Context: an optimization exercise on an open-source flow, tuned for small area, a short achievable clock period and few clock cycles per item. The choices shown serve that exercise and are no tape-out recipe.
RTL that was checked went through simulation tests only; none was proved equivalent to the original.
The RTL of runs 1, 4 and 5 was laid out without a check of its function.

==> run.sh <==
#!/bin/bash
# synth_recipe.tcl (not shown) runs the flow's synth.tcl, then flattens the netlist and writes it again
# the make line also repeats each setting of config.mk as NAME=value (left out here)
make -C /OpenROAD-flow-scripts/flow DESIGN_CONFIG=/design/flow/config.mk WORK_HOME=/design/flow/orfs CLKGATE_MAP_FILE= SYNTH_SCRIPT=/design/flow/synth_recipe.tcl finish
==> config.mk <==
export PLATFORM = sky130hd
export DESIGN_NAME = depth_pixel_backprojection
export DESIGN_NICKNAME = depth_pixel_backprojection
export VERILOG_FILES = /design/flow/design.v
export SDC_FILE = /design/flow/constraint.sdc
export NUM_CORES = 4
export LEC_CHECK = 0
export CAP_MARGIN = 20
export CORE_MARGIN = 2
export CORE_UTILIZATION = 40
export SETUP_SLACK_MARGIN = 4
export SLEW_MARGIN = 20
==> constraint.sdc <==
create_clock -name core_clock -period 8.0 [get_ports {i_clk}]
set_input_delay 1.6000 -clock core_clock [delete_from_list [all_inputs] [get_ports {i_clk}]]
set_output_delay 1.6000 -clock core_clock [all_outputs]
set_load 0.01 [all_outputs]
==> design.v <==
package dpb_pkg;
    localparam int DEPTH_W = 16;
    localparam int PIX_W   = 12;
    localparam int FOC_W   = 16;
    localparam int CTR_W   = 18;
    localparam int MAXD_W  = 15;
    localparam int COORD_W = 24;
    localparam int Z_W     = 15;
    localparam int HI_W    = PIX_W;                      
    localparam int AOFS_W  = CTR_W;                      
    localparam int PROD_W  = MAXD_W + AOFS_W;            
    localparam int QB      = COORD_W - 1;                
    localparam int KB      = 2;
    localparam int NDIV    = (QB + KB - 1) / KB;
    localparam int AXIS_LAT = 2 + NDIV;
    localparam int APB_AW = 5;
    localparam int APB_DW = 32;
    localparam logic [FOC_W-1:0]  FOCAL_X_RST  = 16'd36864;
    localparam logic [FOC_W-1:0]  FOCAL_Y_RST  = 16'd36864;
    localparam logic [CTR_W-1:0]  CENTER_X_RST = 18'd20480;
    localparam logic [CTR_W-1:0]  CENTER_Y_RST = 18'd15360;
    localparam logic [MAXD_W-1:0] MAX_DEPTH_RST = 15'd1300;
    localparam logic [COORD_W-1:0] COORD_MAX = 24'h7FFFFF;
    localparam logic [COORD_W-1:0] COORD_MIN = 24'h800000;
    typedef enum logic [2:0] {
        REG_FOCAL_X   = 3'd0,
        REG_FOCAL_Y   = 3'd1,
        REG_CENTER_X  = 3'd2,
        REG_CENTER_Y  = 3'd3,
        REG_MAX_DEPTH = 3'd4
    } t_reg_idx;
endpackage
import dpb_pkg::*;
module dpb_axis
(
    input  logic                 i_clk,
    input  logic                 i_en,
    input  logic [HI_W-1:0]      i_h,         
    input  logic                 i_neg,       
    input  logic [Z_W-1:0]       i_z,         
    input  logic [CTR_W-1:0]     i_center,
    input  logic [FOC_W-1:0]     i_focal,
    output logic [COORD_W-1:0]   o_coord
);
    localparam int PW  = PROD_W;    
    localparam int W_W = QB;        
    logic [6:0]        r_lpos;      
    logic [FOC_W-1:0]  r_fdiv;      
    always_ff @(posedge i_clk) begin
        r_lpos <= 7'd64 - {1'b0, i_center[5:0]};
        r_fdiv <= {i_focal[FOC_W-1:1], i_focal[0] | ~(|i_focal)};
    end
    logic [5:0]    n_l;
    logic          n_l6;
    logic [17:0]   n_m;
    logic [PW-1:0] n_row [0:8];
    logic [PW-1:0] n_l1  [0:5];
    logic [PW-1:0] n_l2  [0:3];
    logic [PW-1:0] n_l3  [0:2];
    assign n_l  = i_neg ? i_center[5:0] : r_lpos[5:0];
    assign n_l6 = !i_neg && r_lpos[6];
    assign n_m  = {i_h, n_l};
    always_comb begin
        logic [Z_W+1:0] b;         
        logic           neg, one, two;
        logic [18:0]    mag, pp;
        logic [PW-1:0]  row;
        b = {1'b0, i_z, 1'b0};
        for (int r = 0; r < 9; r++) n_row[r] = '0;
        for (int k = 0; k < 8; k++) begin
            neg = b[2*k+2] & ~(b[2*k+1] & b[2*k]);
            one = b[2*k+1] ^ b[2*k];
            two = b[2*k+2] ? (~b[2*k+1] & ~b[2*k]) : (b[2*k+1] & b[2*k]);
            mag = one ? {1'b0, n_m} : (two ? {n_m, 1'b0} : 19'd0);
            pp  = mag ^ {19{neg}};
            row = PW'(pp) << (2*k);
            if (k == 0) begin
                row[19] = neg;
                row[20] = neg;
                row[21] = ~neg;
            end else if (k < 7) begin
                row[2*k+19] = ~neg;
                row[2*k+20] = 1'b1;
            end
            n_row[k] = n_row[k] | row;
            if (k < 7) n_row[k+1][2*k] = neg;
        end
        n_row[8] = n_l6 ? (PW'(i_z) << 6) : '0;
        for (int t = 0; t < 3; t++) begin
            n_l1[2*t]   = n_row[3*t] ^ n_row[3*t+1] ^ n_row[3*t+2];
            n_l1[2*t+1] = ((n_row[3*t] & n_row[3*t+1]) | (n_row[3*t] & n_row[3*t+2]) |
                           (n_row[3*t+1] & n_row[3*t+2])) << 1;
        end
        for (int t = 0; t < 2; t++) begin
            n_l2[2*t]   = n_l1[3*t] ^ n_l1[3*t+1] ^ n_l1[3*t+2];
            n_l2[2*t+1] = ((n_l1[3*t] & n_l1[3*t+1]) | (n_l1[3*t] & n_l1[3*t+2]) |
                           (n_l1[3*t+1] & n_l1[3*t+2])) << 1;
        end
        n_l3[0] = n_l2[0] ^ n_l2[1] ^ n_l2[2];
        n_l3[1] = ((n_l2[0] & n_l2[1]) | (n_l2[0] & n_l2[2]) | (n_l2[1] & n_l2[2])) << 1;
        n_l3[2] = n_l2[3];
    end
    logic [PW-1:0] r_m_row [0:2];
    logic          r_m_neg;
    logic [PW-1:0] n_ms, n_mc;
    logic [PW-1:0] r_p_prod;
    logic          r_p_neg;
    assign n_ms = r_m_row[0] ^ r_m_row[1] ^ r_m_row[2];
    assign n_mc = ((r_m_row[0] & r_m_row[1]) | (r_m_row[0] & r_m_row[2]) |
                   (r_m_row[1] & r_m_row[2])) << 1;
    function automatic logic [FOC_W:0] sub_ge(input logic [FOC_W:0] t, input logic [FOC_W-1:0] f);
        logic [FOC_W:0] fb, g, p, gg, pp, c;
        logic [FOC_W-1:0] d;
        integer l, i, j;
        begin
            fb = ~{1'b0, f};
            g  = t & fb;
            p  = t ^ fb;
            gg = g;
            pp = p;
            for (l = 0; l < 5; l = l + 1) begin
                for (i = FOC_W; i >= 0; i = i - 1) begin
                    if (((i >> l) & 1) == 1) begin
                        j = ((i >> l) << l) - 1;
                        gg[i] = gg[i] | (pp[i] & gg[j]);
                        pp[i] = pp[i] & pp[j];
                    end
                end
            end
            c[0] = 1'b1;
            for (i = 1; i <= FOC_W; i = i + 1) c[i] = gg[i-1] | pp[i-1];
            for (i = 0; i < FOC_W; i = i + 1) d[i] = p[i] ^ c[i];
            sub_ge = {gg[FOC_W] | pp[FOC_W], d};
        end
    endfunction
    logic [FOC_W-1:0]    r_rem [1:NDIV];
    logic [W_W-1:0]      r_w   [1:NDIV];
    logic                r_neg [1:NDIV];
    logic                r_sat [1:NDIV];
    logic [FOC_W-1:0]    n_rem [1:NDIV];
    logic [W_W-1:0]      n_w   [1:NDIV];
    logic                n_sat;
    always_comb begin
        logic [FOC_W-1:0] rem;
        logic [W_W-1:0]   w;
        logic [FOC_W:0]   st;
        n_sat = (r_p_prod[PW-1:QB-4] >= i_focal) && (|r_p_prod);
        for (int j = 1; j <= NDIV; j++) begin
            if (j == 1) begin
                rem = FOC_W'(r_p_prod[PW-1:QB-4]);
                w   = {r_p_prod[QB-5:0], 4'b0000};
            end else begin
                rem = r_rem[j-1];
                w   = r_w[j-1];
            end
            for (int k = 0; k < KB; k++) begin
                if ((j-1)*KB + k < QB) begin
                    st  = sub_ge({rem, w[W_W-1]}, r_fdiv);
                    rem = st[FOC_W] ? st[FOC_W-1:0] : {rem[FOC_W-2:0], w[W_W-1]};
                    w   = {w[W_W-2:0], st[FOC_W]};
                end
            end
            n_rem[j] = rem;
            n_w[j]   = w;
        end
    end
    always_ff @(posedge i_clk) begin
        if (i_en) begin
            r_m_row[0] <= n_l3[0];
            r_m_row[1] <= n_l3[1];
            r_m_row[2] <= n_l3[2];
            r_m_neg    <= i_neg;
            r_p_prod <= n_ms + n_mc;
            r_p_neg  <= r_m_neg;
            r_rem[1] <= n_rem[1];
            r_w[1]   <= n_w[1];
            r_neg[1] <= r_p_neg;
            r_sat[1] <= n_sat;
            for (int j = 2; j <= NDIV; j++) begin
                r_rem[j] <= n_rem[j];
                r_w[j]   <= n_w[j];
                r_neg[j] <= r_neg[j-1];
                r_sat[j] <= r_sat[j-1];
            end
        end
    end
    logic [W_W-1:0] q, qneg, below;
    assign q = r_w[NDIV];
    always_comb begin
        below[0] = 1'b0;
        for (int i = 1; i < W_W; i++) below[i] = below[i-1] | q[i-1];
        qneg = q ^ below;
        if (r_sat[NDIV])
            o_coord = r_neg[NDIV] ? COORD_MIN : COORD_MAX;
        else if (r_neg[NDIV])
            o_coord = {below[W_W-1] | q[W_W-1], qneg};
        else
            o_coord = {1'b0, q};
    end
endmodule
import dpb_pkg::*;
module depth_pixel_backprojection
(
    input  logic              i_clk,
    input  logic              i_rst_n,
    input  logic              i_s_tvalid,
    output logic              o_s_tready,
    input  logic [39:0]       i_s_tdata,    
    output logic              o_m_tvalid,
    input  logic              i_m_tready,
    output logic [63:0]       o_m_tdata,    
    output logic [0:0]        o_m_tuser,    
    input  logic              psel,
    input  logic              penable,
    input  logic              pwrite,
    input  logic [APB_AW-1:0] paddr,
    input  logic [APB_DW-1:0] pwdata,
    output logic [APB_DW-1:0] prdata,
    output logic              pready
);
    localparam int LAT = AXIS_LAT;    
    logic [FOC_W-1:0]  r_focal_x;
    logic [FOC_W-1:0]  r_focal_y;
    logic [CTR_W-1:0]  r_center_x;
    logic [CTR_W-1:0]  r_center_y;
    logic [MAXD_W-1:0] r_max_depth;
    logic cfg_wr;
    assign pready = 1'b1;
    assign cfg_wr = psel && penable && pwrite;
    always_ff @(posedge i_clk) begin
        if (!i_rst_n) begin
            r_focal_x   <= FOCAL_X_RST;
            r_focal_y   <= FOCAL_Y_RST;
            r_center_x  <= CENTER_X_RST;
            r_center_y  <= CENTER_Y_RST;
            r_max_depth <= MAX_DEPTH_RST;
        end else if (cfg_wr) begin
            case (paddr[APB_AW-1:2])
                REG_FOCAL_X:   r_focal_x   <= pwdata[FOC_W-1:0];
                REG_FOCAL_Y:   r_focal_y   <= pwdata[FOC_W-1:0];
                REG_CENTER_X:  r_center_x  <= pwdata[CTR_W-1:0];
                REG_CENTER_Y:  r_center_y  <= pwdata[CTR_W-1:0];
                REG_MAX_DEPTH: r_max_depth <= pwdata[MAXD_W-1:0];
                default: ;   
            endcase
        end
    end
    logic [CTR_W-1:0] r_prdata;
    always_ff @(posedge i_clk) begin
        case (paddr[APB_AW-1:2])
            REG_FOCAL_X:   r_prdata <= CTR_W'(r_focal_x);
            REG_FOCAL_Y:   r_prdata <= CTR_W'(r_focal_y);
            REG_CENTER_X:  r_prdata <= r_center_x;
            REG_CENTER_Y:  r_prdata <= r_center_y;
            REG_MAX_DEPTH: r_prdata <= CTR_W'(r_max_depth);
            default:       r_prdata <= '0;
        endcase
    end
    assign prdata = APB_DW'(r_prdata);
    logic           r_sv;         
    logic           r_ov;         
    logic           advance;
    logic           r0_v;
    logic [LAT-1:0] r_vld;
    assign advance    = !r_sv;
    assign o_s_tready = advance;
    always_ff @(posedge i_clk) begin
        if (!i_rst_n) begin
            r0_v  <= 1'b0;
            r_vld <= '0;
        end else if (advance) begin
            r0_v  <= i_s_tvalid;
            r_vld <= {r_vld[LAT-2:0], r0_v};
        end
    end
    logic [DEPTH_W-1:0] s_depth;
    logic               n_ok;
    logic [PIX_W:0]     n_vx, n_vy;
    assign s_depth = i_s_tdata[15:0];
    assign n_ok = !s_depth[DEPTH_W-1] && (|s_depth[DEPTH_W-2:0]) &&
                  (s_depth[DEPTH_W-2:0] < r_max_depth);
    assign n_vx = {1'b0, i_s_tdata[27:16]} + {1'b1, ~r_center_x[CTR_W-1:6]};
    assign n_vy = {1'b0, i_s_tdata[39:28]} + {1'b1, ~r_center_y[CTR_W-1:6]};
    logic [HI_W-1:0] r0_hx, r0_hy;
    logic            r0_sx, r0_sy;
    logic [Z_W-1:0]  r0_z;
    always_ff @(posedge i_clk) begin
        if (advance) begin
            r0_sx <= n_vx[PIX_W];
            r0_hx <= n_vx[PIX_W-1:0] ^ {PIX_W{n_vx[PIX_W]}};
            r0_sy <= n_vy[PIX_W];
            r0_hy <= n_vy[PIX_W-1:0] ^ {PIX_W{n_vy[PIX_W]}};
            r0_z  <= n_ok ? s_depth[Z_W-1:0] : '0;
        end
    end
    logic [Z_W-1:0] r_z [0:LAT-1];
    always_ff @(posedge i_clk) begin
        if (advance) begin
            r_z[0] <= r0_z;
            for (int k = 1; k < LAT; k++) r_z[k] <= r_z[k-1];
        end
    end
    logic [COORD_W-1:0] ax_x;
    logic [COORD_W-1:0] ax_y;
    dpb_axis u_axis_x (
        .i_clk    (i_clk),
        .i_en     (advance),
        .i_h      (r0_hx),
        .i_neg    (r0_sx),
        .i_z      (r0_z),
        .i_center (r_center_x),
        .i_focal  (r_focal_x),
        .o_coord  (ax_x)
    );
    dpb_axis u_axis_y (
        .i_clk    (i_clk),
        .i_en     (advance),
        .i_h      (r0_hy),
        .i_neg    (r0_sy),
        .i_z      (r0_z),
        .i_center (r_center_y),
        .i_focal  (r_focal_y),
        .o_coord  (ax_y)
    );
    logic        out_ok;
    logic [64:0] n_item;     
    assign out_ok = |r_z[LAT-1];
    assign n_item = {out_ok, 1'b0,
                     r_z[LAT-1],
                     out_ok ? ax_y : {COORD_W{1'b0}},
                     out_ok ? ax_x : {COORD_W{1'b0}}};
    logic [64:0] r_out;
    logic [64:0] r_skid;
    logic        arrive;
    assign arrive = advance && r_vld[LAT-1];
    always_ff @(posedge i_clk) begin
        if (!i_rst_n) begin
            r_ov <= 1'b0;
            r_sv <= 1'b0;
        end else begin
            if (!r_ov || i_m_tready) begin
                r_ov <= r_sv || arrive;
                r_sv <= 1'b0;
            end else if (arrive) begin
                r_sv <= 1'b1;
            end
        end
    end
    always_ff @(posedge i_clk) begin
        if (!r_ov || i_m_tready) r_out <= r_sv ? r_skid : n_item;
        if (r_ov && !i_m_tready && arrive) r_skid <= n_item;
    end
    assign o_m_tvalid = r_ov;
    assign o_m_tdata  = r_out[63:0];
    assign o_m_tuser  = r_out[64];
endmodule
==> key figures, run 1 <==
Timing
  • RSZ-0062 raised after global routing: yes
  • Setup violations, final: 0
  • Fin Clk Skew: 0.0535 ns
  • Post-route minimum period: 5.97 ns
  • Fin. Hold Viols: 0
  • Setup TNS: 0 ns
  • Relative slew slack: 23.8%
  • Final period utilization: 74.6%
  • Slew Limit Fails: 0
  • Worst-Margin Slew: 1.14 ns
  • Fmax: 0.168 GHz

Drt
  • Router iterations before antenna repair: 6
  • WL/cell: 21.3 um
  • DRC: 0
  • Drt total wl: 289 mm
  • Final ANT Viol Nets: 0
  • Via density per instance: 5.50
  • First-iteration detailed-routing DRC count: 5232
  • Via count: 74600

Synth
  • Distinct cells, synth: 85
  • Post-synthesis register bit count: 1655
  • Proportion of synthesized area in mux cells: 5.23%
  • Number of synthesis warnings: 14
  • Xor and xnor fraction of the mapped netlist area: 6.27%
  • Post-Synth Adder-Cell Area: 17.1%
  • Sequential element share of the synthesized area: 46.2%
  • Post-synthesis cell area: 104000 um^2
  • Synth Area in Compound Gates: 12.7%
  • Largest family of logic cells by synthesized area: adder cells
  • Share of flip-flops with an asynchronous set or reset: 0%
  • Syn Area/Cell: 11.6 um^2
  • Post-synth EDFFs: 1491
  • Simple-gate share of the synthesized area: 9.11%
  • Post-synthesis cell count: 8993
  • Main synth FF type: edfxtp_1

Clocking
  • Worst-case clock buffer depth: 3
  • Worst-path clk slew: 0.06 ns
  • CTS Sinks: 1655
  • CTS tree: done
  • CTS Hold Buffers Added: 0
  • CTS H-tree lvls: 4
  • Total CTS buffers: 179
  • Worst skew pair latency: 0.87 ns
  • CTS Root Cell: clkbuf_16

Place
  • GPL Wtd Cong: 0.921
  • Detail Placement HPWL: 188 mm
  • Port bufs: 151

GRT
  • Grt ovf: 0
  • Overall routing resource usage: 21.1%
  • Vias in the first global route: 75600
  • First-pass GRT wire length: 437 mm
  • Largest net degree at the start of global routing: 170
  • Initial antenna violation count: 45

Critical path
  • CP required: 8.58 ns
  • Crit start category: flip-flop
  • Setup crit end kind: flip-flop
  • Critical path type: reg -> reg
  • CP max FO: 8
  • Worst EP arrival: 6.55 ns

Floorplanning
  • I/O pin cnt: 184
  • Die ar.: 264000 um^2
  • CORE AREA: 259000 um^2
  • DIE HEIGHT: 514 um
  • Core Rows: 187
  • Chip Width: 514 um
  • Initial Utilization: 40.1%

Final layout
  • Commonest cells after routing, fill and taps aside: 1491 x edfxtp_1, 813 x ha_1, 626 x buf_4
  • Commonest non-fill, non-tap cell in the layout: edfxtp_1
  • Final net count: 11300
  • Share of layout cells above drive strength 1: 25.2%
  • Layout Area Growth over Synthesis: 25.9%
  • Core Util, Final: 50.5%

Outcome
  • Status: complete, no violations

Flow run
  • # Max-Cap Violations: 0

Min path
  • Min-Delay Path Class: reg -> reg
path summary, 6_finish.rpt:
kind,start,to,slack [ns],cells after the start
max,u_axis_x.r_fdiv[1],u_axis_x.r_rem[3][3],2.03,26
min,u_axis_x.r_w[8][9],u_axis_x.r_w[9][11],0.40,0
max reg2reg,u_axis_x.r_fdiv[1],u_axis_x.r_rem[3][3],2.03,26
min reg2reg,u_axis_x.r_w[8][9],u_axis_x.r_w[9][11],0.40,0
registers in the layout, indices dropped and copies added (netlist names), 33 cells and up:
name               flops
u_axis_y.r_w         236
u_axis_y.r_rem       176
u_axis_x.r_p_prod     33
r_out                 64
u_axis_x.r_w         236
u_axis_x.r_m_row      85
r_skid                64
r_z                  210
u_axis_y.r_m_row      85
u_axis_x.r_rem       176
u_axis_y.r_p_prod     33
area by class of cell:
type	instances	area, um^2
timing repair buffer	1098	10900
clock inverter	110	1320
fill	21900	128000
inverter	533	2180
timing repair inverter	2	10.0
tap	3402	4260
multi-input combinational	6507	59000
sequential	1655	48100
clock buffer	223	4920
antenna	28	70.1
kinds of logic (layout without fill, tap and decap cells):
family / Yosys count / after routing
and+or+nand+nor: 2036 / 2054
AOI/OAI and AO/OA: 1937 / 1938
DFF: 1655 / 1655
adders and majority gates: 1271 / 1271
buffers and inverters: 864 / 1966
xor gates and xnor gates: 744 / 744
muxes: 484 / 484
other: 2 / 44
through the flow:
stage / setup WS (ns) / cell area, um^2 / hold WS, ns / std cells
6_report: 2.03 / 131000 / 0.400 / 13600
2_1_floorplan: -13.47 / 104000 / 0.363 / 9007
3_5_place_dp: 0.741 / 110000 / 0.401 / 12400
5_1_grt: 1.84 / 131000 / 0.417 / 13600
3_3_place_gp: 0.902 / 110000 / 0.401 / 12400
4_1_cts: 2.20 / 127000 / 0.391 / 13300
layer usage:
layer,wire (um),vias to the layer above,GRT usage [%]
met1,120000,36700,26.6
met3,15000,667,2.88
met5,0,-,0
li1,-,35100,-
met4,17700,0,12.4
met2,136000,2089,34.7
cells in the mapped netlist, types with 164 or more instances:
cell / n / area (um^2)
o21ai_0: 305 / 1530
nand2_1: 632 / 2370
inv_1: 524 / 1970
edfxtp_1: 1491 / 44800
o21a_1: 192 / 1440
ha_1: 1027 / 12800
nor3_1: 166 / 831
clkbuf_1: 260 / 976
dfxtp_1: 164 / 3280
nor2_1: 591 / 2220
xnor2_1: 547 / 4790
a22oi_1: 222 / 1670
fa_1: 244 / 4880
a21oi_1: 419 / 2100
xor2_1: 197 / 1730
mux2_2: 380 / 4280
worst max-delay path, stage by stage (launching register included):
cell and delay, ns:
dfxtp_2 0.35, clkinvlp_4 0.09, buf_12 0.15, buf_12 0.13, buf_6 0.11, ha_4 0.26, o211ai_1 0.13, a21oi_2 0.22
a311o_1 0.27, o2111ai_2 0.16, a21oi_2 0.18, o21ai_2 0.08, and2_4 0.20, buf_4 0.15, nand2_1 0.07, o21ai_1 0.12
ha_2 0.21, or3_4 0.40, o221a_4 0.30, a311o_1 0.31, a22o_4 0.25, a221o_1 0.34, and4_4 0.17, a2111oi_4 0.21
nand2b_4 0.23, and2_4 0.27, mux2_4 0.32
what timing repair did:
action | in CTS | in global routing
hold endpoints to repair | 0 | 0
pin swaps | 470 | 246
gates cloned | 42 | 1
setup endpoints to repair | 895 | 579
resized for setup | 1307 | 403
setup buffers | 588 | 186
==> run 2, diff against run 1 <==
--- a/design.v
+++ b/design.v
@@ -11,6 +11,5 @@
     localparam int PROD_W  = MAXD_W + AOFS_W;            
     localparam int QB      = COORD_W - 1;                
-    localparam int KB      = 2;
-    localparam int NDIV    = (QB + KB - 1) / KB;
+    localparam int NDIV    = QB;
     localparam int AXIS_LAT = 2 + NDIV;
     localparam int APB_AW = 5;
@@ -154,13 +153,7 @@
                 w   = r_w[j-1];
             end
-            for (int k = 0; k < KB; k++) begin
-                if ((j-1)*KB + k < QB) begin
-                    st  = sub_ge({rem, w[W_W-1]}, r_fdiv);
-                    rem = st[FOC_W] ? st[FOC_W-1:0] : {rem[FOC_W-2:0], w[W_W-1]};
-                    w   = {w[W_W-2:0], st[FOC_W]};
-                end
-            end
-            n_rem[j] = rem;
-            n_w[j]   = w;
+            st       = sub_ge({rem, w[W_W-1]}, r_fdiv);
+            n_rem[j] = st[FOC_W] ? st[FOC_W-1:0] : {rem[FOC_W-2:0], w[W_W-1]};
+            n_w[j]   = {w[W_W-2:0], st[FOC_W]};
         end
     end
--- a/config.mk
+++ b/config.mk
@@ -9,4 +9,4 @@
 export CORE_MARGIN = 2
 export CORE_UTILIZATION = 40
-export SETUP_SLACK_MARGIN = 4
+export SETUP_SLACK_MARGIN = 5
 export SLEW_MARGIN = 20
==> run 2 against run 1 <==
Net effect: still clean on timing, DRC and antenna; clock-buffer cell count grew 154; hold slack lost 0.023 ns; sequential share of layout area grew 8.1 points.
==> key figures, run 2 <==
GRT
  • M2 GR Usage: 33.1%
  • Initial antenna violation count: 43
  • Overall routing resource usage: 20.0%
  • M3 GR Usage: 3.10%
  • Vias in the first global route: 89000
  • Grt ovf: 0
  • Largest net degree at the start of global routing: 193
  • Global routing usage on met1: 25.7%
  • GRT busiest layer: met2
  • First-pass GRT wire length: 529 mm

Place
  • Port bufs: 151
  • Detail Placement HPWL: 201 mm
  • GPL Wtd Cong: 0.886
  • Dpl ws: 2.33 ns

Timing
  • Post-route minimum period: 4.57 ns
  • Worst-Margin Slew: 1.20 ns
  • Slew Limit Fails: 0
  • Setup violations, final: 0
  • Fin. Hold Viols: 0
  • Fmax: 0.219 GHz
  • Relative slew slack: 19.0%
  • Setup TNS: 0 ns
  • Final period utilization: 57.1%
  • RSZ-0062 raised after global routing: yes
  • Fin Clk Skew: 0.0560 ns
  • Final setup margin: 3.43 ns

Synth
  • Post-synthesis cell area: 134000 um^2
  • Distinct cells, synth: 94
  • Top-count cell post-synth: edfxtp_1
  • Main synth FF type: edfxtp_1
  • Commonest cells post-synth: 2474 x edfxtp_1, 1029 x ha_1, 682 x nor2_1
  • Syn Area/Cell: 13.2 um^2
  • Number of synthesis warnings: 14
  • Post-synthesis register bit count: 2649
  • Cell taking the most area after synthesis: edfxtp_1
  • Dominant cells by area after synthesis: edfxtp_1 55%, ha_1 9.6%, fa_1 3.7%
  • Post-synth EDFFs: 2474
  • Area share of the largest cell type after synthesis: 55.4%
  • Sequential element share of the synthesized area: 58.0%
  • Post-synthesis cell count: 10200
  • Share of flip-flops with an asynchronous set or reset: 0%

Final layout
  • Commonest non-fill, non-tap cell in the layout: edfxtp_1
  • Top flop regs: u_axis_x.r_w (447), u_axis_y.r_w (447), r_z (375)
  • Share of layout cells above drive strength 1: 31.2%
  • Layout Area Growth over Synthesis: 29.2%
  • # fillers: 27200
  • Commonest cells after routing, fill and taps aside: 2474 x edfxtp_1, 826 x ha_1, 575 x nand2_1
  • Final net count: 12800

Min path
  • Min-Delay Path Class: reg -> reg

Critical path
  • Critical path type: reg -> reg
  • Crit start category: flip-flop
  • Worst EP arrival: 5.20 ns
  • Setup crit end kind: flip-flop
  • CP max FO: 2
  • CP required: 8.63 ns

Clocking
  • Worst-case clock buffer depth: 4
  • Worst-path clk slew: 0.06 ns
  • CTS Root Cell: clkbuf_16
  • Worst skew pair latency: 0.93 ns
  • CTS tree: done
  • CTS H-tree lvls: 5
  • CTS Sinks: 2649
  • Total CTS buffers: 295

Outcome
  • Status: complete, no violations

Drt
  • Final ANT Viol Nets: 0
  • First-iteration detailed-routing DRC count: 6581
  • Via density per instance: 5.48
  • Router iterations before antenna repair: 5
  • DRC: 0
  • Via count: 87900
  • Drt total wl: 357 mm
  • WL/cell: 22.2 um

Floorplanning
  • Core Rows: 212
  • Die ar.: 340000 um^2
  • Chip Width: 583 um
  • I/O pin cnt: 184
  • CORE AREA: 334000 um^2
  • DIE HEIGHT: 583 um
  • Initial Utilization: 40.2%

Flow run
  • # Max-Cap Violations: 0
-- run 2: per-layer routing --
| layer | vias to the layer above | part of all wire, % | wire [um] |
|---|---|---|---|
| met5 | - | 0.0036 | 13 |
| met4 | 2 | 5.1 | 18200 |
| met3 | 901 | 5.9 | 21200 |
| met2 | 2793 | 48 | 171000 |
| met1 | 43800 | 41 | 147000 |
| li1 | 40400 | - | - |
-- run 2: metrics by stage --
| step | hold WS [ns] | std cells | utilization, % | area (um^2) |
|---|---|---|---|---|
| after CTS | 0.369 | 15800 | 49.8 | 166000 |
| after detailed placement | 0.382 | 14500 | 42.3 | 141000 |
| after global routing | 0.379 | 16000 | 52.0 | 173000 |
| after global placement | 0.379 | 14500 | 42.3 | 141000 |
| after floorplan | 0.364 | 10200 | - | 134000 |
| final | 0.377 | 16000 | 52.0 | 173000 |
-- run 2: layout make-up --
type                       count  area, um^2  share of cell area [%]
inverter                     492        1970                    1.13
clock inverter               149        1300                   0.750
timing repair buffer        1228       14200                    8.20
tap                         4387        5490                    3.17
antenna                       29        72.6                  0.0418
multi-input combinational   6731       64700                    37.3
clock buffer                 377        7850                    4.52
timing repair inverter         3        26.3                  0.0152
sequential                  2649       77800                    44.9
-- run 2: critical path, stage by stage, from the launching register on --
cell,delay [ns]
edfxtp_1,0.37
inv_2,0.06
ha_4,0.16
ha_4,0.15
ha_4,0.16
ha_4,0.16
ha_4,0.16
ha_4,0.15
ha_4,0.15
ha_4,0.15
ha_4,0.15
ha_4,0.15
ha_4,0.15
ha_4,0.15
ha_4,0.16
ha_4,0.16
ha_4,0.15
ha_4,0.16
ha_4,0.16
ha_4,0.16
ha_4,0.15
ha_4,0.16
ha_4,0.15
ha_4,0.22
nand2b_4,0.06
a211oi_2,0.06
mux2_4,0.29
-- run 2: worst paths after layout --
path                            start                   end  slack [ns]  cells after the start
hold reg to reg   u_axis_x.r_w[14][9]  u_axis_x.r_w[15][10]        0.38                      0
setup reg to reg  u_axis_x.r_w[23][1]             r_out[22]        3.43                     26
hold / removal    u_axis_x.r_w[14][9]  u_axis_x.r_w[15][10]        0.38                      0
setup / recovery  u_axis_x.r_w[23][1]             r_out[22]        3.43                     26
-- run 2: logic make-up (layout without fill, tap and decap cells) --
| logic type | Yosys count | count (layout) | share of synthesized area, % |
|---|---|---|---|
| buffers and inverters | 830 | 2249 | 2.43 |
| other | 2 | 47 | 0.00560 |
| adders and majority gates | 1275 | 1275 | 13.3 |
| xor gates and xnor gates | 788 | 788 | 5.15 |
| and+or+nand+nor | 2152 | 2159 | 7.36 |
| DFF | 2649 | 2649 | 58.0 |
| muxes | 416 | 416 | 3.50 |
| AOI/OAI and AO/OA | 2059 | 2075 | 10.3 |
-- run 2: repair_timing --
action | CTS | global route
setup buffers | 650 | 214
hold buffers | 0 | 0
cloned | 104 | 14
pin swaps | 786 | 669
gates resized for setup | 2287 | 1220
endpoints found under the setup margin | 2028 | 1407
Testbench counts of run 2, summed over its fixed seeds: cycles 10,192, items 9,600.
==> run 3, diff against run 2 <==
--- a/design.v
+++ b/design.v
@@ -38,4 +38,7 @@
     input  logic                 i_neg,       
     input  logic [Z_W-1:0]       i_z,         
+    input  logic [7:0]           i_bneg,      
+    input  logic [7:0]           i_bone,      
+    input  logic [7:0]           i_btwo,      
     input  logic [CTR_W-1:0]     i_center,
     input  logic [FOC_W-1:0]     i_focal,
@@ -44,9 +47,11 @@
     localparam int PW  = PROD_W;    
     localparam int W_W = QB;        
+    localparam int NCP = 4;
     logic [6:0]        r_lpos;      
-    logic [FOC_W-1:0]  r_fdiv;      
+    logic [FOC_W-1:0]  r_fdivn [0:NCP-1];
     always_ff @(posedge i_clk) begin
-        r_lpos <= 7'd64 - {1'b0, i_center[5:0]};
-        r_fdiv <= {i_focal[FOC_W-1:1], i_focal[0] | ~(|i_focal)};
+        r_lpos     <= 7'd64 - {1'b0, i_center[5:0]};
+        r_fdivn[0] <= ~{i_focal[FOC_W-1:1], i_focal[0] | ~(|i_focal)};
+        for (int k = 1; k < NCP; k++) r_fdivn[k] <= r_fdivn[k-1];
     end
     logic [5:0]    n_l;
@@ -61,14 +66,12 @@
     assign n_m  = {i_h, n_l};
     always_comb begin
-        logic [Z_W+1:0] b;         
         logic           neg, one, two;
         logic [18:0]    mag, pp;
         logic [PW-1:0]  row;
-        b = {1'b0, i_z, 1'b0};
         for (int r = 0; r < 9; r++) n_row[r] = '0;
         for (int k = 0; k < 8; k++) begin
-            neg = b[2*k+2] & ~(b[2*k+1] & b[2*k]);
-            one = b[2*k+1] ^ b[2*k];
-            two = b[2*k+2] ? (~b[2*k+1] & ~b[2*k]) : (b[2*k+1] & b[2*k]);
+            neg = i_bneg[k];
+            one = i_bone[k];
+            two = i_btwo[k];
             mag = one ? {1'b0, n_m} : (two ? {n_m, 1'b0} : 19'd0);
             pp  = mag ^ {19{neg}};
@@ -108,10 +111,10 @@
     assign n_mc = ((r_m_row[0] & r_m_row[1]) | (r_m_row[0] & r_m_row[2]) |
                    (r_m_row[1] & r_m_row[2])) << 1;
-    function automatic logic [FOC_W:0] sub_ge(input logic [FOC_W:0] t, input logic [FOC_W-1:0] f);
+    function automatic logic [FOC_W:0] sub_ge(input logic [FOC_W:0] t, input logic [FOC_W-1:0] fn);
         logic [FOC_W:0] fb, g, p, gg, pp, c;
         logic [FOC_W-1:0] d;
         integer l, i, j;
         begin
-            fb = ~{1'b0, f};
+            fb = {1'b1, fn};
             g  = t & fb;
             p  = t ^ fb;
@@ -153,5 +156,5 @@
                 w   = r_w[j-1];
             end
-            st       = sub_ge({rem, w[W_W-1]}, r_fdiv);
+            st       = sub_ge({rem, w[W_W-1]}, r_fdivn[(j-1)*NCP/NDIV]);
             n_rem[j] = st[FOC_W] ? st[FOC_W-1:0] : {rem[FOC_W-2:0], w[W_W-1]};
             n_w[j]   = {w[W_W-2:0], st[FOC_W]};
@@ -181,6 +184,11 @@
     assign q = r_w[NDIV];
     always_comb begin
-        below[0] = 1'b0;
-        for (int i = 1; i < W_W; i++) below[i] = below[i-1] | q[i-1];
+        logic [W_W-1:0] orp;
+        orp = q;
+        for (int l = 0; l < 5; l++)
+            for (int i = W_W - 1; i >= 0; i--)
+                if (((i >> l) & 1) == 1)
+                    orp[i] = orp[i] | orp[((i >> l) << l) - 1];
+        below = {orp[W_W-2:0], 1'b0};
         qneg = q ^ below;
         if (r_sat[NDIV])
@@ -275,7 +283,19 @@
     assign n_vx = {1'b0, i_s_tdata[27:16]} + {1'b1, ~r_center_x[CTR_W-1:6]};
     assign n_vy = {1'b0, i_s_tdata[39:28]} + {1'b1, ~r_center_y[CTR_W-1:6]};
+    logic [Z_W+1:0] n_bw;      
+    logic [7:0]     n_bneg, n_bone, n_btwo;
+    assign n_bw = {1'b0, s_depth[Z_W-1:0], 1'b0};
+    always_comb begin
+        for (int k = 0; k < 8; k++) begin
+            n_bneg[k] = n_ok & n_bw[2*k+2] & ~(n_bw[2*k+1] & n_bw[2*k]);
+            n_bone[k] = n_ok & (n_bw[2*k+1] ^ n_bw[2*k]);
+            n_btwo[k] = n_ok & (n_bw[2*k+2] ? (~n_bw[2*k+1] & ~n_bw[2*k]) :
+                                              (n_bw[2*k+1] & n_bw[2*k]));
+        end
+    end
     logic [HI_W-1:0] r0_hx, r0_hy;
     logic            r0_sx, r0_sy;
     logic [Z_W-1:0]  r0_z;
+    logic [7:0]      r0_bneg, r0_bone, r0_btwo;
     always_ff @(posedge i_clk) begin
         if (advance) begin
@@ -285,4 +305,7 @@
             r0_hy <= n_vy[PIX_W-1:0] ^ {PIX_W{n_vy[PIX_W]}};
             r0_z  <= n_ok ? s_depth[Z_W-1:0] : '0;
+            r0_bneg <= n_bneg;
+            r0_bone <= n_bone;
+            r0_btwo <= n_btwo;
         end
     end
@@ -302,4 +325,7 @@
         .i_neg    (r0_sx),
         .i_z      (r0_z),
+        .i_bneg   (r0_bneg),
+        .i_bone   (r0_bone),
+        .i_btwo   (r0_btwo),
         .i_center (r_center_x),
         .i_focal  (r_focal_x),
@@ -312,4 +338,7 @@
         .i_neg    (r0_sy),
         .i_z      (r0_z),
+        .i_bneg   (r0_bneg),
+        .i_bone   (r0_bone),
+        .i_btwo   (r0_btwo),
         .i_center (r_center_y),
         .i_focal  (r_focal_y),
--- a/config.mk
+++ b/config.mk
@@ -9,4 +9,4 @@
 export CORE_MARGIN = 2
 export CORE_UTILIZATION = 40
-export SETUP_SLACK_MARGIN = 5
+export SETUP_SLACK_MARGIN = 4.3
 export SLEW_MARGIN = 20
==> run 3 against run 2 <==
Net effect: register-to-register slack better by 0.96 ns; first-iteration DRC count down 22%; non-clock buffer count shrank 923.
==> key figures, run 3 <==
Final layout
  • Share of layout cells above drive strength 1: 11.5%
  • Commonest cells after routing, fill and taps aside: 2497 x edfxtp_1, 994 x ha_1, 563 x nor2_1
  • Multi-input logic area: 53800 um^2
  • Commonest non-fill, non-tap cell in the layout: edfxtp_1
  • Final net count: 11800
  • Non-Filler Instances: 15200
  • Register area: 80400 um^2
  • # fillers: 29800
  • Top flop regs: u_axis_x.r_w (447), u_axis_y.r_w (447), r_z (375)
  • Layout Area Growth over Synthesis: 13.8%

Critical path
  • Crit path to: r0_hx[3]
  • Reg-to-reg endpoint: u_axis_y.r_m_row[0][22]
  • Worst EP arrival: 4.28 ns
  • Critical path type: in -> reg
  • CP required: 8.59 ns
  • Setup crit end kind: flip-flop
  • Crit start category: input pin
  • Flop2flop setup slack: 4.39 ns
  • R2R Path Start: r0_bneg[5]
  • CP max FO: 12
  • Reg2reg path depth: 7
  • Setup crit start: i_s_tdata[16]

Clocking
  • Total CTS buffers: 306
  • CTS tree: done
  • CTS H-tree lvls: 5
  • Worst skew pair latency: 0.90 ns
  • Worst-path clk slew: 0.06 ns
  • CTS Sinks: 2768
  • CTS Root Cell: clkbuf_16
  • Worst-case clock buffer depth: 4

Floorplanning
  • Die ar.: 346000 um^2
  • Initial Utilization: 40.2%
  • CORE AREA: 340000 um^2
  • DIE HEIGHT: 588 um
  • Chip Width: 588 um
  • Core Rows: 214
  • I/O pin cnt: 184

Place
  • Port bufs: 151
  • Placed cells: 14600
  • GPL Wtd Cong: 0.860
  • Detail Placement HPWL: 190 mm

Min path
  • Min-Delay Path Class: reg -> reg
  • Hold Path Depth: 0

Synth
  • Post-synthesis cell area: 136000 um^2
  • Cell taking the most area after synthesis: edfxtp_1
  • Sequential element share of the synthesized area: 58.9%
  • Area share of the largest cell type after synthesis: 54.9%
  • Number of synthesis warnings: 15
  • Post-synth EDFFs: 2497
  • Post-synthesis register bit count: 2768
  • Commonest cells post-synth: 2497 x edfxtp_1, 999 x ha_1, 565 x nand2_1
  • Dominant cells by area after synthesis: edfxtp_1 55%, ha_1 9.2%, dfxtp_1 4.0%
  • Syn Area/Cell: 13.5 um^2
  • Post-synthesis cell count: 10100
  • Top-count cell post-synth: edfxtp_1
  • Share of flip-flops with an asynchronous set or reset: 0%
  • Distinct cells, synth: 95
  • Main synth FF type: edfxtp_1

Timing
  • Worst-Margin Slew: 1.15 ns
  • Post-route minimum period: 3.68 ns
  • Fmax: 0.271 GHz
  • Slew Limit Fails: 0
  • Fin Clk Skew: 0.0648 ns
  • RSZ-0062 raised after global routing: yes
  • Relative slew slack: 23.4%
  • Setup violations, final: 0
  • Final period utilization: 46.1%
  • Fin. Hold Viols: 0
  • Setup TNS: 0 ns

Drt
  • Final ANT Viol Nets: 0
  • Router iterations before antenna repair: 5
  • Via density per instance: 5.27
  • DRC: 0
  • Via count: 80300
  • WL/cell: 18.5 um
  • First-iteration detailed-routing DRC count: 5122
  • Drt total wl: 282 mm

GRT
  • Vias in the first global route: 82100
  • First-pass GRT wire length: 444 mm
  • Overall routing resource usage: 15.9%
  • Grt ovf: 0
  • Largest net degree at the start of global routing: 210
  • Initial antenna violation count: 12

Flow run
  • # Max-Cap Violations: 0

Outcome
  • Status: complete, no violations
## run 3: cell types whose count changed after synthesis, moves of 39 or more
cell and delta:
nand4_1 -39, mux2_2 +105, nor3_1 +48, nor2_1 -118, o211ai_1 -43, a211oi_1 -52, nand2_1 -87, xnor2_1 +79
dfxtp_1 +96, xor2_1 -83
## run 3: cells by family (layout without fill, tap and decap cells)
group	count (synthesis)	in the layout	share of synthesized area, %
AO/OA/AOI/OAI	2036	2040	10.1
XOR/XNOR	783	783	5.02
adder cells (fa/ha/maj)	1247	1247	12.8
buffers and inverters	830	1362	2.35
flip-flops	2768	2768	58.9
multiplexers	475	475	3.86
other	2	25	0.00550
AND/OR/NAND/NOR	1987	1992	6.91
## run 3: area by class of cell
type	instances	area share, %
sequential	2768	51.8
inverter	490	1.20
tap	4536	3.65
clock inverter	178	1.28
timing repair buffer	305	2.06
multi-input combinational	6555	34.7
clock buffer	388	5.32
timing repair inverter	1	0.00564
antenna	7	0.0113
## run 3: how the worst min path moves through the flow
stage,startpoint,endpoint,slack [ns]
final,u_axis_x.r_w[7][21],u_axis_x.r_w[8][22],0.38
after global routing,u_axis_x.r_w[6][10],u_axis_x.r_w[7][11],0.37
after CTS,u_axis_x.r_w[7][21],u_axis_x.r_w[8][22],0.37
after detailed placement,r_z[9][2],r_z[10][2],0.40
after global placement,r_z[16][2],r_z[17][2],0.40
after floorplan,r_center_x[0],u_axis_x.r_lpos[0],0.38
## run 3: per-stage QoR
step           setup WS (ns)  utilization (%)  hold slack (ns)  instance area, um^2
2_1_floorplan          0.440                -            0.384               137000
3_3_place_gp            2.97             42.1            0.400               143000
3_5_place_dp            2.92             42.2            0.405               143000
4_1_cts                 4.08             45.5            0.366               154000
5_1_grt                 4.17             45.7            0.374               155000
6_report                4.32             45.7            0.382               155000
## run 3: timing repair
item                                    4_1_cts  5_1_grt
setup buffers                                50       29
pin swaps                                    24       28
resized for setup                            87      106
hold buffers                                  0        0
endpoints found under the setup margin     1283      931
cloned                                        8        3
## run 3: worst max-delay path, stage by stage
cell             delay, ns
clkdlybuf4s50_1       0.41
ha_1                  0.23
fa_1                  0.41
a21o_1                0.20
a21oi_2               0.18
o21bai_1              0.10
a21oi_2               0.20
o21ai_1               0.14
a31oi_1               0.23
o21bai_1              0.12
a21o_4                0.30
xnor2_1               0.15
## run 3: layer usage
layer	track usage, %	wire length (um)
met1	20.3	122000
met2	26.9	136000
met3	2.36	12000
met4	6.37	11600
met5	0	26
Testbench counts of run 3, summed over its fixed seeds: cycles 10,192, items 9,600.
==> run 4, diff against run 3 <==
--- a/design.v
+++ b/design.v
@@ -262,4 +262,5 @@
     logic           r_ov;         
     logic           advance;
+    logic           r_in_v;
     logic           r0_v;
     logic [LAT-1:0] r_vld;
@@ -268,19 +269,25 @@
     always_ff @(posedge i_clk) begin
         if (!i_rst_n) begin
-            r0_v  <= 1'b0;
-            r_vld <= '0;
+            r_in_v <= 1'b0;
+            r0_v   <= 1'b0;
+            r_vld  <= '0;
         end else if (advance) begin
-            r0_v  <= i_s_tvalid;
-            r_vld <= {r_vld[LAT-2:0], r0_v};
+            r_in_v <= i_s_tvalid;
+            r0_v   <= r_in_v;
+            r_vld  <= {r_vld[LAT-2:0], r0_v};
         end
     end
+    logic [39:0] r_in_data;
+    always_ff @(posedge i_clk) begin
+        if (advance) r_in_data <= i_s_tdata;
+    end
     logic [DEPTH_W-1:0] s_depth;
     logic               n_ok;
     logic [PIX_W:0]     n_vx, n_vy;
-    assign s_depth = i_s_tdata[15:0];
+    assign s_depth = r_in_data[15:0];
     assign n_ok = !s_depth[DEPTH_W-1] && (|s_depth[DEPTH_W-2:0]) &&
                   (s_depth[DEPTH_W-2:0] < r_max_depth);
-    assign n_vx = {1'b0, i_s_tdata[27:16]} + {1'b1, ~r_center_x[CTR_W-1:6]};
-    assign n_vy = {1'b0, i_s_tdata[39:28]} + {1'b1, ~r_center_y[CTR_W-1:6]};
+    assign n_vx = {1'b0, r_in_data[27:16]} + {1'b1, ~r_center_x[CTR_W-1:6]};
+    assign n_vy = {1'b0, r_in_data[39:28]} + {1'b1, ~r_center_y[CTR_W-1:6]};
     logic [Z_W+1:0] n_bw;      
     logic [7:0]     n_bneg, n_bone, n_btwo;
==> run 4 against run 3 <==
Net effect: still clean on timing, DRC and antenna; die area is 1.8% higher; highest routed layer is now met4; clock skew is 0.0040 ns lower; critical path type is now reg -> out; critical endpoint is now o_s_tready; cell area is 0.81% higher; hold slack better by 0.0013 ns; first-iteration DRC count is 3.9% higher; cell count is 1.7% higher.
==> key figures, run 4 <==
Synth
  • Number of synthesis warnings: 15
  • Sequential element share of the synthesized area: 58.7%
  • Post-synthesis cell count: 10400
  • Top-count cell post-synth: edfxtp_1
  • Commonest cells post-synth: 2537 x edfxtp_1, 999 x ha_1, 705 x nand2_1
  • Distinct cells, synth: 108
  • Cell taking the most area after synthesis: edfxtp_1
  • Main synth FF type: edfxtp_1
  • Area share of the largest cell type after synthesis: 54.8%
  • Post-synthesis register bit count: 2809
  • Share of flip-flops with an asynchronous set or reset: 0%
  • Dominant cells by area after synthesis: edfxtp_1 55%, ha_1 9.0%, dfxtp_1 3.9%
  • Post-synthesis cell area: 139000 um^2
  • Syn Area/Cell: 13.3 um^2
  • Post-synth EDFFs: 2537

Place
  • Port bufs: 151
  • GPL Wtd Cong: 0.870
  • Detail Placement HPWL: 197 mm

Critical path
  • Worst EP arrival: 2.14 ns
  • Worst path top cell family by delay: buffers and inverters
  • Flop2flop setup slack: 4.40 ns
  • Setup crit start: r_sv
  • Reg2reg path depth: 7
  • Slowest stage delay, CP: 0.44 ns
  • Critical path type: reg -> out
  • Crit path to: o_s_tready
  • Reg-to-reg endpoint: u_axis_y.r_m_row[0][18]
  • CP max FO: 104
  • CP max-delay cell: dfxtp_4
  • Setup crit end kind: primary output
  • Buffers & Inverters on Critical Path: 2
  • Crit start category: flip-flop
  • CP required: 6.40 ns
  • Stages on the worst setup path: 2
  • R2R Path Start: r0_bone[7]
  • Crit-path cells: clkinv_16, clkdlybuf4s15_2

Outcome
  • Status: complete, no violations

Clocking
  • CTS Root Cell: clkbuf_16
  • Worst skew pair latency: 0.90 ns
  • Worst-case clock buffer depth: 4
  • CTS tree: done
  • Worst-path clk slew: 0.06 ns
  • Total CTS buffers: 305
  • CTS H-tree lvls: 5
  • CTS Sinks: 2809
  • CTS Hold Buffers Added: 0

Floorplanning
  • Chip Width: 594 um
  • CORE AREA: 346000 um^2
  • Core Rows: 216
  • I/O pin cnt: 184
  • DIE HEIGHT: 594 um
  • Initial Utilization: 40.2%
  • Die ar.: 352000 um^2

Timing
  • Setup TNS: 0 ns
  • Relative slew slack: 21.4%
  • Setup violations, final: 0
  • Fmax: 0.268 GHz
  • Post-route minimum period: 3.74 ns
  • Fin Clk Skew: 0.0608 ns
  • Slew Limit Fails: 0
  • Fin. Hold Viols: 0
  • RSZ-0062 raised after global routing: yes
  • Final period utilization: 46.7%
  • Worst-Margin Slew: 1.17 ns

GRT
  • Initial antenna violation count: 19
  • Overall routing resource usage: 15.7%
  • Vias in the first global route: 84000
  • Global routing usage on met1: 19.0%
  • M2 GR Usage: 27.7%
  • Largest net degree at the start of global routing: 178
  • M3 GR Usage: 1.97%
  • GRT busiest layer: met2
  • Grt ovf: 0
  • First-pass GRT wire length: 450 mm

Final layout
  • Register area: 81700 um^2
  • Commonest cells after routing, fill and taps aside: 2537 x edfxtp_1, 999 x ha_1, 705 x nand2_1
  • Multi-input logic area: 54300 um^2
  • Layout Area Growth over Synthesis: 12.6%
  • # fillers: 30200
  • Top flop regs: u_axis_x.r_w (447), u_axis_y.r_w (447), r_z (375)
  • Final net count: 12000
  • Core Util, Final: 45.2%
  • Commonest non-fill, non-tap cell in the layout: edfxtp_1
  • Share of layout cells above drive strength 1: 9.13%

Drt
  • WL/cell: 18.3 um
  • Drt total wl: 284 mm
  • Via count: 81500
  • DRC: 0
  • Via density per instance: 5.26
  • Router iterations before antenna repair: 6
  • First-iteration detailed-routing DRC count: 5323
  • Final ANT Viol Nets: 0

Min path
  • Min-Delay Path Class: reg -> reg

Flow run
  • # Max-Cap Violations: 0
-- run 4: cell types whose count changed in the layout (fill, tap and decap cells not counted), moves of 37 or more --
| cell | delta |
|---|---|
| o21a_1 | -66 |
| o21ai_0 | +128 |
| nor3_1 | -69 |
| inv_1 | +37 |
| mux2_1 | +99 |
| nand2_1 | +144 |
| edfxtp_1 | +40 |
| o211ai_1 | +41 |
| mux2_2 | -198 |
| a211oi_1 | +39 |
-- run 4: repair_timing --
action | CTS | global route
endpoints found under the setup margin | 1221 | 1020
setup buffers | 21 | 17
pin swaps | 3 | 3
gates resized for setup | 55 | 30
cloned | 6 | 2
-- run 4: cell type report --
class                           instances  share of cell area (%)
Antenna cell                           11                  0.0176
Clock buffer                          383                    5.26
Clock inverter                        175                    1.22
Inverter                              522                    1.27
Multi-Input combinational cell       6748                    34.7
Sequential cell                      2809                    52.2
Tap cell                             4578                    3.66
Timing Repair Buffer                  262                    1.75
-- run 4: cell families (layout without fill, tap and decap cells) --
kind of cell / after synthesis / count (layout) / synth area share (%)
AOI/OAI and AO/OA: 2212 / 2213 / 10.8
xor gates and xnor gates: 833 / 833 / 5.25
adders and majority gates: 1247 / 1247 / 12.6
buffers and inverters: 900 / 1342 / 2.68
DFF: 2809 / 2809 / 58.7
muxes: 382 / 382 / 3.04
other: 2 / 29 / 0.00540
and+or+nand+nor: 2048 / 2055 / 6.94
-- run 4: layer usage --
layer | vias to the layer above | part of all wire (%)
met3 | 646 | 4.1
met5 | - | 0
met2 | 1860 | 50
met4 | 0 | 4.6
met1 | 39800 | 41
li1 | 39200 | -
-- run 4: stage by stage --
stage / instance area [um^2] / hold slack, ns / instances / worst slack [ns]
after floorplan: 139000 / 0.373 / 10400 / 0.276
after global placement: 145000 / 0.401 / 14900 / 3.61
after detailed placement: 145000 / 0.405 / 14900 / 3.52
after CTS: 156000 / 0.369 / 15500 / 3.94
after global routing: 157000 / 0.365 / 15500 / 4.19
final: 157000 / 0.383 / 15500 / 4.26
-- run 4: worst min path at each step --
stage / start / endpoint / slack (ns) / cells after the start
3_3_place_gp: u_axis_x.r_w[14][1] / u_axis_x.r_w[15][2] / 0.40 / 0
4_1_cts: u_axis_y.r_w[5][18] / u_axis_y.r_w[6][19] / 0.37 / 0
5_1_grt: u_axis_y.r_w[5][18] / u_axis_y.r_w[6][19] / 0.36 / 0
6_report: u_axis_y.r_w[5][18] / u_axis_y.r_w[6][19] / 0.38 / 0
3_5_place_dp: r_z[9][11] / r_z[10][11] / 0.40 / 0
2_1_floorplan: r_center_x[0] / u_axis_x.r_lpos[0] / 0.37 / 0
==> run 5, diff against run 4 <==
--- a/config.mk
+++ b/config.mk
@@ -8,5 +8,7 @@
 export CAP_MARGIN = 20
 export CORE_MARGIN = 2
-export CORE_UTILIZATION = 40
+export CORE_UTILIZATION = 55
+export CTS_BUF_LIST = sky130_fd_sc_hd__clkbuf_8
+export CTS_CLUSTER_SIZE = 20
 export SETUP_SLACK_MARGIN = 4.3
 export SLEW_MARGIN = 20
==> run 5 against run 4 <==
Net effect: routed wire length is 1.9% higher; clock-buffer cell count is 122 higher; sequential cell count stayed put; fmax is 0.45% lower; synthesized cell count stayed put; first-iteration DRC count is 5.9% lower; highest routed layer is now met5.
==> key figures, run 5 <==
Outcome
  • Status: complete, no violations

Clocking
  • Worst skew pair latency: 1.03 ns
  • CTS Hold Buffers Added: 0
  • Worst-case clock buffer depth: 4
  • CTS H-tree lvls: 5
  • Worst-path clk slew: 0.06 ns
  • CTS Root Cell: clkbuf_8
  • CTS Sinks: 2809
  • Total CTS buffers: 460
  • CTS tree: done

Final layout
  • Share of layout cells above drive strength 1: 10.5%
  • Layout Area Growth over Synthesis: 10.6%
  • Commonest non-fill, non-tap cell in the layout: edfxtp_1
  • Commonest cells after routing, fill and taps aside: 2537 x edfxtp_1, 999 x ha_1, 705 x nand2_1
  • Final net count: 12200
  • Top flop regs: u_axis_x.r_w (447), u_axis_y.r_w (447), r_z (375)
  • Design area: 154000 um^2
  • Non-Filler Instances: 14600

Floorplanning
  • I/O pin cnt: 184
  • Chip Width: 507 um
  • Core Rows: 184
  • CORE AREA: 251000 um^2
  • DIE HEIGHT: 507 um
  • Die ar.: 257000 um^2
  • Initial Utilization: 55.3%

Critical path
  • Slowest stage delay, CP: 0.94 ns
  • CP max FO: 20
  • Worst EP arrival: 4.43 ns
  • Worst path top cell family by delay: adder cells
  • Reg-to-reg endpoint: u_axis_y.r_m_row[0][13]
  • Buffers & Inverters on Critical Path: 3
  • Critical path type: reg -> reg
  • Crit-path cells: inv_6, buf_4, xnor2_1, fa_1, fa_1, inv_1, fa_1
  • Most used cell, CP: fa_1
  • Crit start category: flip-flop
  • Flop2flop setup slack: 4.25 ns
  • R2R Path Start: r0_bneg[5]
  • Setup crit end kind: flip-flop
  • CP required: 8.68 ns
  • Reg2reg path depth: 7
  • CP max-delay cell: edfxtp_1

Synth
  • Distinct cells, synth: 108
  • Area share of the largest cell type after synthesis: 54.8%
  • Dominant cells by area after synthesis: edfxtp_1 55%, ha_1 9.0%, dfxtp_1 3.9%
  • Sequential element share of the synthesized area: 58.7%
  • Commonest cells post-synth: 2537 x edfxtp_1, 999 x ha_1, 705 x nand2_1
  • Syn Area/Cell: 13.3 um^2
  • Number of synthesis warnings: 15
  • Top-count cell post-synth: edfxtp_1
  • Main synth FF type: edfxtp_1
  • Post-synthesis cell area: 139000 um^2
  • Post-synth EDFFs: 2537
  • Post-synthesis cell count: 10400
  • Share of flip-flops with an asynchronous set or reset: 0%
  • Cell taking the most area after synthesis: edfxtp_1
  • Post-synthesis register bit count: 2809

Drt
  • DRC: 0
  • WL/cell: 19.9 um
  • Final ANT Viol Nets: 0
  • Via density per instance: 5.67
  • Drt total wl: 289 mm
  • Via count: 82500
  • First-iteration detailed-routing DRC count: 5010
  • Router iterations before antenna repair: 6

GRT
  • Largest net degree at the start of global routing: 203
  • Initial antenna violation count: 17
  • Vias in the first global route: 84900
  • Grt ovf: 0
  • First-pass GRT wire length: 455 mm
  • Overall routing resource usage: 22.3%

Timing
  • Setup TNS: 0 ns
  • Post-route minimum period: 3.75 ns
  • Final period utilization: 46.9%
  • RSZ-0062 raised after global routing: yes
  • Hold slack: 0.350 ns
  • Setup violations, final: 0
  • Fmax: 0.266 GHz
  • Slew Limit Fails: 0
  • Worst-Margin Slew: 1.11 ns
  • Fin. Hold Viols: 0
  • Fin Clk Skew: 0.0792 ns
  • Final setup margin: 4.25 ns
  • Relative slew slack: 25.8%

Place
  • Port bufs: 151
  • Detail Placement HPWL: 197 mm
  • Dpl ws: 3.47 ns
  • Area after DPL: 144000 um^2
  • GPL Wtd Cong: 0.878
  • Placed cells: 13700

Min path
  • Min-Delay Path Class: reg -> reg
  • Hold EP: u_axis_x.r_w[10][9]
  • Min-delay src: u_axis_x.r_w[9][8]
  • Hold Path Depth: 0

Flow run
  • # Max-Cap Violations: 0
## run 5: area by class of cell
class	instances	area, um^2
Antenna cell	13	32.5
Clock buffer	505	6950
Clock inverter	330	1870
Fill cell	19400	97600
Inverter	522	2000
Multi-Input combinational cell	6749	54300
Sequential cell	2809	81600
Tap cell	3348	4190
Timing Repair Buffer	287	2760
Timing Repair inverter	3	48.8
## run 5: metrics by stage
step / utilization, %
2_1_floorplan: -
6_report: 61.2
5_1_grt: 61.2
3_5_place_dp: 57.3
3_3_place_gp: 57.3
4_1_cts: 61.0
## run 5: worst max path at each step
| stage | startpoint | end | slack [ns] | depth (start not counted) |
|---|---|---|---|---|
| global route | u_axis_y.r_fdivn[1][0] | u_axis_y.r_rem[8][15] | 4.20 | 10 |
| CTS | u_axis_y.r_fdivn[1][0] | u_axis_y.r_rem[8][15] | 4.28 | 10 |
| floorplan | r_sv | o_s_tready | 0.28 | 3 |
| detailed placement | i_m_tready | r_skid[30] | 3.47 | 5 |
| finish | r0_bneg[5] | u_axis_y.r_m_row[0][13] | 4.25 | 7 |
| global placement | i_m_tready | r_skid[30] | 3.51 | 5 |
## run 5: what timing repair did
| action | in CTS | in global routing |
|---|---|---|
| setup endpoints to repair | 642 | 319 |
| resized for setup | 58 | 41 |
| gates cloned | 8 | 4 |
| pin swaps | 4 | 9 |
| buffers inserted | 15 | 23 |
## run 5: per-layer routing
metal	track usage [%]	vias to the layer above	wire (um)
met2	37.8	2021	140000
met3	3.83	707	14000
met4	11.8	2	16300
met5	0	-	18
met1	27.3	40100	119000
li1	-	39700	-
## run 5: logic make-up (layout without fill, tap and decap cells)
logic type,Yosys count,after routing,synth area share (%)
flip-flops,2809,2809,58.7
AO/OA/AOI/OAI,2212,2216,10.8
AND/OR/NAND/NOR,2048,2053,6.94
adder cells (fa/ha/maj),1247,1247,12.6
buffers and inverters,900,1647,2.68
XOR/XNOR,833,833,5.25
multiplexers,382,382,3.04
other,2,31,0.00540

-- afterwards: timing with drivers on the ports --
The results above use ideal ports. As a check the final layouts listed here were re-extracted and re-timed, cells and wires unchanged.
Step 1, drivers: a clkbuf_16 drives i_clk and a buf_2 each remaining input, both assumed.
Step 2 moves the port delays by t, midway between the first and last clock arrival at a register: inputs arrive t later, outputs are due t later. That takes back most of the time a late clock gives input paths.
Slacks: ideal / step 1 / step 2; pairs: ideal / step 1.
run	shift t [ns]	setup WS [ns]	latest minus earliest clock arrival (ns)	worst data-port slew with drivers (ns)
run 1	0.933	2.031 / 2.031 / 2.031	0.065 / 0.065	0.27
run 2	1.002	3.428 / 3.428 / 3.428	0.071 / 0.070	0.25
run 3	0.978	4.315 / 4.318 / 3.412	0.071 / 0.071	0.16
run 4	0.978	4.264 / 4.161 / 3.604	0.068 / 0.068	0.20
run 5	1.095	4.247 / 4.247 / 3.482	0.083 / 0.083	0.18
After both steps setup and hold are still met in every run listed. The setup slack of run 3, which loses most, moves by +0.003 ns with the drivers and by -0.903 ns with both steps.
